Background: an optimization exercise with open tools, aiming at small area, a short achievable clock period and few clock cycles per item. Do not read the settings as production practice. Function was checked by simulation only, so behaviour that the tests miss may differ from the original. Power is estimated from default activity; no workload was simulated.

Setup of alpha:
// systolic_top
module systolic_top (
    input  logic        clk,
    input  logic        rst_n,
    input  logic        wb_cyc,
    input  logic        wb_stb,
    input  logic        wb_we,
    input  logic [5:0]  wb_adr,
    input  logic [31:0] wb_dat_w,
    output logic [31:0] wb_dat_r,
    output logic        wb_ack
);
    logic [15:0] ax [2];
    logic [15:0] ay [2];
    logic [7:0]  bu [2];
    logic [7:0]  bv [2];
    logic [1:0]  ax_v, ay_v, bu_v, bv_v;
    logic [24:0] c_ring [4];
    logic        c_vld;
    logic        busy;
    logic        done;
    logic [1:0]  run_cnt;
    logic [1:0]  k;
    logic        k0_n, k1_n;
    logic        access;
    logic        wr_en;
    logic        start;
    logic [24:0] rd_d;
    logic [24:0] rd_q;
    assign access = wb_cyc && wb_stb && !wb_ack;
    assign wr_en  = access && wb_we && !busy;
    assign start  = wr_en && (wb_adr == 6'd8) && wb_dat_w[0];
    always_ff @(posedge clk or negedge rst_n) begin
        if (!rst_n) begin
            wb_ack <= 1'b0;
        end else begin
            wb_ack <= access;
        end
    end
    assign k0_n = ~k[0];
    assign k1_n = k[1] ^ k[0];
    logic wr_a, wr_b;
    assign wr_a = wr_en && (wb_adr[5:2] == 4'd0);
    assign wr_b = wr_en && (wb_adr[5:2] == 4'd1);
    for (genvar p = 0; p < 2; p++) begin : g_ring
        logic wa_x, wa_y, wb_u, wb_v;
        assign wa_x = wr_a && (wb_adr[1] == (1'(p) ^ k0_n)) && !wb_adr[0];
        assign wa_y = wr_a && (wb_adr[1] == (1'(p) ^ k0_n)) &&  wb_adr[0];
        assign wb_u = wr_b && (wb_adr[0] == (1'(p) ^ k1_n)) && !wb_adr[1];
        assign wb_v = wr_b && (wb_adr[0] == (1'(p) ^ k1_n)) &&  wb_adr[1];
        always_ff @(posedge clk) begin
            ax[p] <= wa_x ? wb_dat_w[15:0] : ax[1-p];
            ay[p] <= wa_y ? wb_dat_w[15:0] : ay[1-p];
            bu[p] <= wb_u ? wb_dat_w[7:0] : (k[0] ? bu[1-p] : bu[p]);
            bv[p] <= wb_v ? wb_dat_w[7:0] : (k[0] ? bv[1-p] : bv[p]);
        end
        always_ff @(posedge clk or negedge rst_n) begin
            if (!rst_n) begin
                ax_v[p] <= 1'b0;
                ay_v[p] <= 1'b0;
                bu_v[p] <= 1'b0;
                bv_v[p] <= 1'b0;
            end else begin
                ax_v[p] <= wa_x || ax_v[1-p];
  ...
==> flow/config.mk <==
export PLATFORM = sky130hd
export DESIGN_NAME = systolic_top
export DESIGN_NICKNAME = systolic_top
export VERILOG_FILES = /design/flow/design.v
export SDC_FILE = /design/flow/constraint.sdc
export NUM_CORES = 4
export LEC_CHECK = 0
export ABC_CLOCK_PERIOD_IN_PS = 2500
export CAP_MARGIN = 20
export CORE_MARGIN = 2
export CORE_UTILIZATION = 40
export SETUP_SLACK_MARGIN = 5
export SLEW_MARGIN = 20
==> flow/constraint.sdc <==
create_clock -name core_clock -period 9.0 [get_ports {clk}]
set_input_delay 1.8000 -clock core_clock [delete_from_list [all_inputs] [get_ports {clk}]]
set_output_delay 1.8000 -clock core_clock [all_outputs]
set_load 0.01 [all_outputs]
standard.sh (not shown) runs the stock make flow with config.mk's settings and CLKGATE_MAP_FILE= SYNTH_SCRIPT=/design/flow/synth_recipe.tcl, a recipe that flattens the netlist after the stock synthesis.
==> flow/flow/run.sh <==
#!/bin/bash
set -euo pipefail
bash standard.sh SETUP_SLACK_MARGIN=6 finish > flow.log 2>&1
Testbench counts of alpha, summed over its fixed seeds: cycles 11,520, jobs 384.
--- input diff alpha..beta ---
==> flow/run.sh (new file) <==
#!/bin/bash
# synth_recipe.tcl (not shown) runs the flow's synth.tcl, then flattens the netlist and writes it again
# the make line also repeats each setting of config.mk as NAME=value (left out here)
make -C /OpenROAD-flow-scripts/flow DESIGN_CONFIG=/design/flow/config.mk WORK_HOME=/design/flow/orfs CLKGATE_MAP_FILE= SYNTH_SCRIPT=/design/flow/synth_recipe.tcl finish
removed: flow/flow/run.sh
removed: flow/standard.sh
==> comparison <==
beta: relative contribution of the clock network to total power is 1.3 points higher than what alpha reported.
Going from alpha to beta, number of stages on the worst setup path shrinks by 6.
The largest driver fanout on the critical path of beta exceeds that of alpha by 21.
Between beta and alpha, summed area of non-filler cells in the final layout is lower for beta, alpha comes in above that.

* * *

run 1:
systolic_top, a different RTL version from the one above (not shown whole).
For scale: about 2200 cells after synthesis, roughly 76 I/O pins, ~18000 um2 of cells after synthesis.
==> flow/config.mk <==
export PLATFORM = sky130hd
export DESIGN_NAME = systolic_top
export DESIGN_NICKNAME = systolic_top
export VERILOG_FILES = /design/flow/design.v
export SDC_FILE = /design/flow/constraint.sdc
export NUM_CORES = 4
export LEC_CHECK = 0
export ABC_AREA = 1
export CAP_MARGIN = 20
export CORE_MARGIN = 2
export CORE_UTILIZATION = 40
export SETUP_SLACK_MARGIN = 5
export SLEW_MARGIN = 20
==> flow/constraint.sdc <==
create_clock -name core_clock -period 9.0 [get_ports {clk}]
set_input_delay 1.8000 -clock core_clock [delete_from_list [all_inputs] [get_ports {clk}]]
set_output_delay 1.8000 -clock core_clock [all_outputs]
set_load 0.01 [all_outputs]
==> flow/flow/run.sh <==
#!/bin/bash
# The standard layout (the standard.sh, unchanged synthesis), with
#  - a clock tree of mid-size buffers, clusters of up to 16 flip-flops and no
#    dummy balancing loads,
#  - plain buf_4 cells as the port buffers.
# Each tool's log is under orfs/logs; make's output goes to flow.log.
set -euo pipefail
MARGIN=${MARGIN:-6.15}
bash standard.sh SETUP_SLACK_MARGIN=$MARGIN \
  "CTS_ARGS=-sink_clustering_enable -repair_clock_nets -sink_clustering_size 16 -sink_clustering_max_diameter 60 -buf_list sky130_fd_sc_hd__clkbuf_8 -dont_use_dummy_load" \
  "BUFFER_PORTS_ARGS=-buffer_cell sky130_fd_sc_hd__buf_4" \
  finish > flow.log 2>&1
Testbench counts of run 1, summed over its fixed seeds: cycles 11,520, jobs 384.
The inputs of run 2 differ from those of run 1 as listed below.
==> flow/flow/run.sh <==
#!/bin/bash
# The standard layout (the standard.sh, unchanged synthesis), with
#  - a clock tree of mid-size buffers, clusters of up to 16 flip-flops and no
#    dummy balancing loads,
#  - plain buf_4 cells as the port buffers.
# Each tool's log is under orfs/logs; make's output goes to flow.log.
set -euo pipefail
MARGIN=${MARGIN:-6}
bash standard.sh SETUP_SLACK_MARGIN=$MARGIN \
  "CTS_ARGS=-sink_clustering_enable -repair_clock_nets -sink_clustering_size 16 -sink_clustering_max_diameter 60 -buf_list sky130_fd_sc_hd__clkbuf_8 -dont_use_dummy_load" \
  "BUFFER_PORTS_ARGS=-buffer_cell sky130_fd_sc_hd__buf_4" \
  finish > flow.log 2>&1
-- flow/config.mk --
<<< run 1, line 6
export NUM_CORES = 4
export LEC_CHECK = 0
export ABC_AREA = 1
export CAP_MARGIN = 20
export CORE_MARGIN = 2
>>> run 2, line 6
export NUM_CORES = 4
export LEC_CHECK = 0
export CAP_MARGIN = 20
export CORE_MARGIN = 2
### Flow results
- Diff run 1 -> run 2: die outline height went down by 2.1%, met2 routing resource usage after global routing now smaller, global routing usage on met1 lost 3.1 points.
- Between run 2 and run 1, the difference in first-pass iteration count of the detailed router is negligible.
- Row slew at the pin closest to its max-slew limit: run 2 higher / run 1 lower
- Run 2 vs run 1: clock power down
- Cmp run 2 and run 1 / count of clock-net buffers in the final layout / higher: run 1
- Multi-input logic area for run 2 is lower than for run 1.
- Share of power burned in registers: lower on run 2
#### Input delta (run 3 over run 2)
-- flow/config.mk --
<<< run 2, line 6
export NUM_CORES = 4
export LEC_CHECK = 0
export CAP_MARGIN = 20
export CORE_MARGIN = 2
export CORE_UTILIZATION = 40
export SETUP_SLACK_MARGIN = 5
export SLEW_MARGIN = 20
>>> run 3, line 6
export NUM_CORES = 4
export LEC_CHECK = 0
export ABC_AREA = 1
export CAP_MARGIN = 20
export CORE_MARGIN = 2
export CORE_UTILIZATION = 40
export PLACE_DENSITY = 0.72
export SETUP_SLACK_MARGIN = 5
export SLEW_MARGIN = 20
[summary]
[compare] base=run 2 new=run 3: post-route standard cell area excluding fillers climbed 2.8%, routed wire length climbed about 13%, net switching power of the design dropped about 54%, first-pass GRT wire length climbed 12%. Run 3 ended up with met5 as its uppermost metal layer occupied by signal nets; run 2 ended up with met4. Run 3 — wire length per cell after detailed routing 12% lower, run 2 as reference. Against run 2 as the reference, run 3 delivers a higher initial core utilization. Diff run 2 -> run 3: setup slack climbed 0.16 ns; buffer count excluding the clock tree in the final layout fell by 0.79%; share of total power in the clock network saw an increase; die outline width moved up. The number of resized instances in the post-cts repair step in run 2 is 2.5 times that in run 3.

-- static timing again, ports no longer ideal --
In the flow no input, the clock included, has a driving cell. The finished layouts below were timed again as built, in two steps.
Step 1: set_driving_cell puts a clkbuf_16 on clk and a buf_2 on each other input, an assumption about the parent block.
Step 2 moves the port delays by t, midway between the first and last clock arrival at a register: inputs arrive t later, outputs are due t later. That takes back most of the time a late clock gives input paths.
a / b / c = ideal / step 1 / step 2; a / b = the first two.
run	t (ns)	slack for setup (ns)	worst register clock-pin slew, ns	worst data-port slew with drivers (ns)	cell pins on the clock port's net
alpha	0.590	5.733 / 5.733 / 5.352	0.06 / 0.06	0.06	1
beta	0.593	5.098 / 5.131 / 4.538	0.06 / 0.06	0.05	1
run 1	0.681	5.983 / 5.927 / 5.552	0.11 / 0.11	0.05	1
run 2	0.635	5.863 / 5.863 / 5.314	0.11 / 0.11	0.09	1
run 3	0.641	6.019 / 5.991 / 5.387	0.11 / 0.11	0.06	1
After both steps setup and hold are still met in every run listed. For run 3, which loses most, drivers alone change the setup slack by -0.028 ns; drivers and shift together by -0.632 ns.
